From an optimization exercise on the open Yosys and OpenROAD flow, aimed at small area; shortcuts taken in it are not production practice.
Where RTL was checked, it was by simulation tests only, not by an equivalence proof against the original.
Power and IR drop assume default switching activity.

north:
## fract_resampler
module fract_resampler #(
    parameter int WIDTH   = 16,
    parameter int PHASE_W = 12,
    parameter int SR_BASE = 192
) (
    input  logic                 i_clk,
    input  logic                 i_rst_n,
    input  logic                 i_clear,
    input  logic [WIDTH-1:0]     i_din_i,
    input  logic [WIDTH-1:0]     i_din_q,
    input  logic                 i_din_vld,
    output logic                 o_rdy,
    output logic [2*WIDTH-1:0]   o_tdata,
    output logic                 o_tvalid,
    input  logic                 i_rdy,
    input  logic                 i_set_stb,
    input  logic [7:0]           i_set_addr,
    input  logic [31:0]          i_set_data,
    output logic [31:0]          o_out_cnt
);
Size in the first run: about 1300 cells after synthesis, roughly 150 flip-flops, about 140 I/O pins.
clock: 9.5 ns
lec_check: 0
abc_area: 1
cap_margin: 20
core_margin: 2
core_utilization: 40
slew_margin: 20
standard.sh (not shown) runs the stock make flow with config.mk's settings and CLKGATE_MAP_FILE= SYNTH_SCRIPT=/design/flow/synth_recipe.tcl, a recipe that flattens the netlist after the stock synthesis.
==> flow/flow/run.sh <==
#!/bin/bash
set -euo pipefail
bash standard.sh "BUFFER_PORTS_ARGS=-buffer_cell sky130_fd_sc_hd__buf_1" "CTS_ARGS=-sink_clustering_enable -repair_clock_nets -dont_use_dummy_load -buf_list sky130_fd_sc_hd__clkbuf_8" finish > flow_make.log 2>&1
Looking at the reports, north completed the entire flow and the layout it produced met the timing, DRC and antenna checks.
For south, these inputs were changed with respect to north:
Settings: changing CORE_UTILIZATION from 40 to 65.
==> flow/flow/run.sh <==
#!/bin/bash
set -euo pipefail
bash standard.sh "BUFFER_PORTS_ARGS=-buffer_cell sky130_fd_sc_hd__buf_1" "CTS_ARGS=-sink_clustering_enable -repair_clock_nets -dont_use_dummy_load -sink_clustering_size 30 -sink_clustering_max_diameter 120 -buf_list sky130_fd_sc_hd__clkbuf_8" finish > flow_make.log 2>&1
==> run summary <==
north reached the end of the flow, and the finished layout is clean on the timing, DRC and antenna checks.
south | stages: all done | timing, DRC, antenna: all pass
Slew at the pin closest to its max-slew limit was lower in north than in south.
Changes observed in south relative to north: slack of the worst reg-to-reg path has decreased, routed wire length fell by about 5.5%, proportion of power drawn by the clock network shows no meaningful change, number of buffer and inverter stages on the critical path rose 1, placed instance count decreased 164.
Share of total power in combinational logic ends up higher on north.
Going from north to south, total die area shrank by more than a quarter.
Compared with north, south degrades relative max-transition margin.
Compared north against south; clock-cell share of area within noise.
Changes in east relative to south:
Settings: changing CORE_UTILIZATION from 65 to 40.
==> flow/flow/run.sh <==
#!/bin/bash
set -euo pipefail
bash standard.sh "BUFFER_PORTS_ARGS=-buffer_cell sky130_fd_sc_hd__buf_1" "CTS_ARGS=-sink_clustering_enable -repair_clock_nets -dont_use_dummy_load" finish > flow_make.log 2>&1
### Flow results
south → east: met1 layer wirelength in the final routing rose 780 um; final standard cell count with taps included and fillers excluded rose about 10%.
The total power of east is higher than that of south.
The number of max-capacitance violations reported was comparable across east and south.
Compared with south, east has less setup slack.
Taking south as the reference, in east sequential share of power decreased 2.0 points, final critical delay including setup and external delays +0.018 ns, count of buffer and inverter cells on the critical path lost 1, global-route usage shrank by 10 points.
No functional check of the RTL was part of any run of this note.

fract_resampler, a different RTL version from the one above (not shown whole).
For scale: ~1000 cells after synthesis, about 150 flip-flops, ~12000 sq um of cells after synthesis.
==> flow/config.mk <==
export PLATFORM = sky130hd
export DESIGN_NAME = fract_resampler
export DESIGN_NICKNAME = fract_resampler
export VERILOG_FILES = /design/flow/design.v
export SDC_FILE = /design/flow/constraint.sdc
export NUM_CORES = 4
export LEC_CHECK = 0
export ABC_AREA = 1
export ABC_CLOCK_PERIOD_IN_PS = 9500
export CAP_MARGIN = 20
export CORE_MARGIN = 2
export CORE_UTILIZATION = 65
export SLEW_MARGIN = 20
==> flow/constraint.sdc <==
create_clock -name core_clock -period 9.5 [get_ports {i_clk}]
set_input_delay 1.9000 -clock core_clock [delete_from_list [all_inputs] [get_ports {i_clk}]]
set_output_delay 1.9000 -clock core_clock [all_outputs]
set_load 0.01 [all_outputs]
==> flow/flow/run.sh <==
#!/bin/bash
# Layout flow: the standard flow (standard.sh) with three changes:
#  - synthesis maps with flow/abc_area.script, an area-oriented ABC script (a copy of ORFS's
#    scripts folder with only that file replaced; registers are untouched by ABC);
#  - port buffers use the smallest buffer cell, sky130_fd_sc_hd__buf_1;
#  - clock tree synthesis uses clkbuf_8 buffers and inserts no dummy loads.
# Each make run's full output goes to its own log here; ORFS keeps per-step logs in orfs/logs/.
set -euo pipefail
rm -rf scripts_abc
cp -r "$FLOW_HOME/scripts" scripts_abc
cp flow/abc_area.script scripts_abc/abc_area.script
bash standard.sh "SCRIPTS_DIR=$PWD/scripts_abc" "SYNTH_ARGS=-noabc" synth > synth_make.log 2>&1
bash standard.sh "BUFFER_PORTS_ARGS=-buffer_cell sky130_fd_sc_hd__buf_1" \
  "CTS_ARGS=-sink_clustering_enable -repair_clock_nets -dont_use_dummy_load -buf_list sky130_fd_sc_hd__clkbuf_8" \
  finish > flow_make.log 2>&1
==> flow/flow/abc_area.script <==
&get -n
&st
&dch
&nf -R 1000
&put
topo
stime -c
Edit:
--- a/flow/config.mk
+++ b/flow/config.mk
@@ -12 +12 @@
-export CORE_UTILIZATION = 65
+export CORE_UTILIZATION = 40
After rerunning: The new run completed without violations. Clock skew increases by 3.1 ps. Clock-buffer cell count does not change. Design area rose by 1.6%. Global-route usage decreases by 11 points. Worst setup slack is worse by 47 ps.

== job 101 ==
fract_resampler, a different RTL version from the one above (not shown whole).
Size in the first run: about 960 cells after synthesis, roughly 150 flip-flops, about 140 I/O pins.
clock: 9.5 ns
lec_check: 0
abc_area: 1
abc_clock_period_in_ps: 9500
cap_margin: 10
core_margin: 2
core_utilization: 65
gpl_timing_driven: 0
slew_margin: 10
Scripts as last shown in full above: flow/flow/run.sh, flow/flow/abc_area.script
Per the final summary, job 101 finished and its layout is clean on timing, DRC and antenna.
Relative to job 101, the following input files were edited for job 102:
- clearing GPL_TIMING_DRIVEN, which used to be 0
- swapping 10 for 20 in SLEW_MARGIN
- swapping 10 for 20 in CAP_MARGIN
==> comparison <==
Job 102: flow completed, timing, DRC and antenna clean
[compare] base=job 101 new=job 102: post-layout net count moved up, combinational power level, worst hold-check slack moved up, combinational share of power moved down.
Re total inserted antenna cells: no difference whatsoever between job 102 and job 101.
Job 101 → job 102: final cell area excluding filler cells barely changed; I/O pin count now sits at about the same level; routed wire length up about 2%; placed wire-length estimate picked up an extra 4.3%.
No functional check of the RTL was part of any run of this note.

fract_resampler, a different RTL version from the one above (not shown whole).
Size in the first run: roughly 960 cells after synthesis, ~0.011 mm² of cells after synthesis.
==> flow/config.mk <==
export PLATFORM = sky130hd
export DESIGN_NAME = fract_resampler
export DESIGN_NICKNAME = fract_resampler
export VERILOG_FILES = /design/flow/design.v
export SDC_FILE = /design/flow/constraint.sdc
export NUM_CORES = 4
export LEC_CHECK = 0
export ABC_AREA = 1
export ABC_CLOCK_PERIOD_IN_PS = 9500
export CAP_MARGIN = 20
export CORE_MARGIN = 2
export CORE_UTILIZATION = 65
export SLEW_MARGIN = 20
==> flow/constraint.sdc <==
create_clock -name core_clock -period 9.5 [get_ports {i_clk}]
set_input_delay 1.9000 -clock core_clock [delete_from_list [all_inputs] [get_ports {i_clk}]]
set_output_delay 1.9000 -clock core_clock [all_outputs]
set_load 0.01 [all_outputs]
==> flow/flow/run.sh <==
#!/bin/bash
# Layout flow: the standard flow (standard.sh) with these changes:
#  - synthesis: Yosys's synth runs with -noabc (no generic ABC pre-mapping before full-adder
#    extraction), and the final ABC mapping uses flow/abc_area.script, an area-oriented script
#    (ORFS's scripts folder is copied and only that file replaced). ABC maps only the
#    combinational logic, so the registers are those of the standard synthesis;
#  - port buffers use the smallest buffer cell, sky130_fd_sc_hd__buf_1;
#  - clock tree synthesis uses clkbuf_8 buffers and inserts no dummy loads.
# Each make run's full output goes to its own log here; ORFS keeps per-step logs in orfs/logs/.
set -euo pipefail
rm -rf scripts_abc
cp -r "$FLOW_HOME/scripts" scripts_abc
cp flow/abc_area.script scripts_abc/abc_area.script
bash standard.sh "SCRIPTS_DIR=$PWD/scripts_abc" "SYNTH_ARGS=-noabc" synth > synth_make.log 2>&1
bash standard.sh "BUFFER_PORTS_ARGS=-buffer_cell sky130_fd_sc_hd__buf_1" \
  "CTS_ARGS=-sink_clustering_enable -repair_clock_nets -dont_use_dummy_load -buf_list sky130_fd_sc_hd__clkbuf_8" \
  finish > flow_make.log 2>&1
Scripts as last shown in full above: flow/flow/abc_area.script
The baseline finished with timing, DRC and antenna clean.
Next try:
--- a/flow/flow/run.sh
+++ b/flow/flow/run.sh
@@ -2,5 +2,3 @@
-# Layout flow: the standard flow (standard.sh) with these changes:
-#  - synthesis: Yosys's synth runs with -noabc (no generic ABC pre-mapping before full-adder
-#    extraction), and the final ABC mapping uses flow/abc_area.script, an area-oriented script
-#    (ORFS's scripts folder is copied and only that file replaced). ABC maps only the
-#    combinational logic, so the registers are those of the standard synthesis;
+# Layout flow: the standard flow (standard.sh) with three changes:
+#  - synthesis maps with flow/abc_area.script, an area-oriented ABC script (a copy of ORFS's
+#    scripts folder with only that file replaced; registers are untouched by ABC);
--- a/flow/config.mk
+++ b/flow/config.mk
@@ -12 +12 @@
-export CORE_UTILIZATION = 65
+export CORE_UTILIZATION = 80
Outcome:
- The new run passed the timing, DRC and antenna checks
- power climbs by about 5%
- register-to-register slack is worse by 230 ps
- routed wire length goes up by 22%

fract_resampler with an RTL version that a note above also has.
Size: about 1300 cells after synthesis, about 150 flip-flops, ~140 I/O pins.
export LEC_CHECK = 0
export ABC_AREA = 1
export CAP_MARGIN = 20
export CORE_MARGIN = 2
export CORE_UTILIZATION = 65
export SLEW_MARGIN = 20
create_clock -name core_clock -period 9.5 [get_ports {i_clk}]
==> flow/flow/run.sh <==
#!/bin/bash
set -euo pipefail
bash standard.sh "BUFFER_PORTS_ARGS=-buffer_cell sky130_fd_sc_hd__buf_1" "CTS_ARGS=-sink_clustering_enable -repair_clock_nets -dont_use_dummy_load -buf_list sky130_fd_sc_hd__clkbuf_8" finish > flow_make.log 2>&1
Next try:
==> flow/flow/run.sh (replaced) <==
#!/bin/bash
# The standard layout, except that the port buffers use the smallest buffer cell
# (buffer_ports otherwise picks sky130_fd_sc_hd__clkdlybuf4s50_1). make's full output goes to
# flow_make.log here; each ORFS step also keeps its own log under orfs/logs/.
set -euo pipefail
bash standard.sh "BUFFER_PORTS_ARGS=-buffer_cell sky130_fd_sc_hd__buf_1" finish > flow_make.log 2>&1
CORE_UTILIZATION = 40   (was 65)
After rerunning: Non-clock buffer count rose by 2; wire length rose by a few percent; maximum frequency fell slightly; core utilization fell by 26 points; critical path depth fell by 2.
Next try:
==> flow/flow/run.sh (replaced) <==
#!/bin/bash
set -euo pipefail
bash standard.sh "BUFFER_PORTS_ARGS=-buffer_cell sky130_fd_sc_hd__buf_1" "CTS_ARGS=-sink_clustering_enable -repair_clock_nets -dont_use_dummy_load -sink_clustering_size 8 -buf_list {sky130_fd_sc_hd__clkbuf_4 sky130_fd_sc_hd__clkbuf_8}" finish > flow_make.log 2>&1
Outcome:
- The new run went through all stages and came out clean
- fmax is about the same
- power falls by roughly a tenth
- utilization falls by 1.2 points
- die area is unchanged
- synthesized area stays the same
- global-route usage hardly moves
No run of this note included a check of the RTL's function; only the layout flow was run.

-- what the ideal ports hide --
How much do the figures lean on ideal ports? The routed layouts below were timed once more, with nothing changed but the port constraints. Step 1 (the two cells are an assumption about what drives the block):
set clk [get_ports {i_clk}]
set_driving_cell -lib_cell sky130_fd_sc_hd__clkbuf_16 $clk
set_driving_cell -lib_cell sky130_fd_sc_hd__buf_2 [delete_from_list [all_inputs] $clk]
Step 2 also shifts input and output timing later by t, the mid clock arrival at the registers, as if the neighbouring blocks saw the same clock. a / b / c = no drivers / after step 1 / after step 2; a / b = the first two.
run	shift t [ns]	setup slack, ns	worst setup path at the end	worst register clock-pin slew, ns	pins driven straight from the clock port
north	0.489	0.504 / 0.459 / 0.901	input to register	0.10 / 0.10	1
south	0.496	0.551 / 0.511 / 0.850	input to register	0.10 / 0.10	1
east	0.472	0.533 / 0.484 / 0.900	input to register	0.07 / 0.07	1
the first run of note 2	0.490	0.558 / 0.516 / 1.006	register to output	0.10 / 0.10	1
the second run of note 2	0.493	0.511 / 0.464 / 0.785	input to register	0.12 / 0.12	1
job 101	0.480	0.321 / 0.278 / 0.758	register to output	0.10 / 0.10	1
job 102	0.485	0.521 / 0.481 / 0.966	register to output	0.10 / 0.10	1
the first run of note 4	0.485	0.521 / 0.481 / 0.966	register to output	0.10 / 0.10	1
the second run of note 4	0.489	0.388 / 0.347 / 0.798	input to register	0.10 / 0.10	1
the first run of note 5	0.496	0.551 / 0.511 / 0.850	input to register	0.10 / 0.10	1
the second run of note 5	0.481	0.523 / 0.474 / 0.910	input to register	0.07 / 0.07	1
the third run of note 5	0.489	0.504 / 0.459 / 0.901	input to register	0.10 / 0.10	1
After both steps every run listed still meets setup and hold.
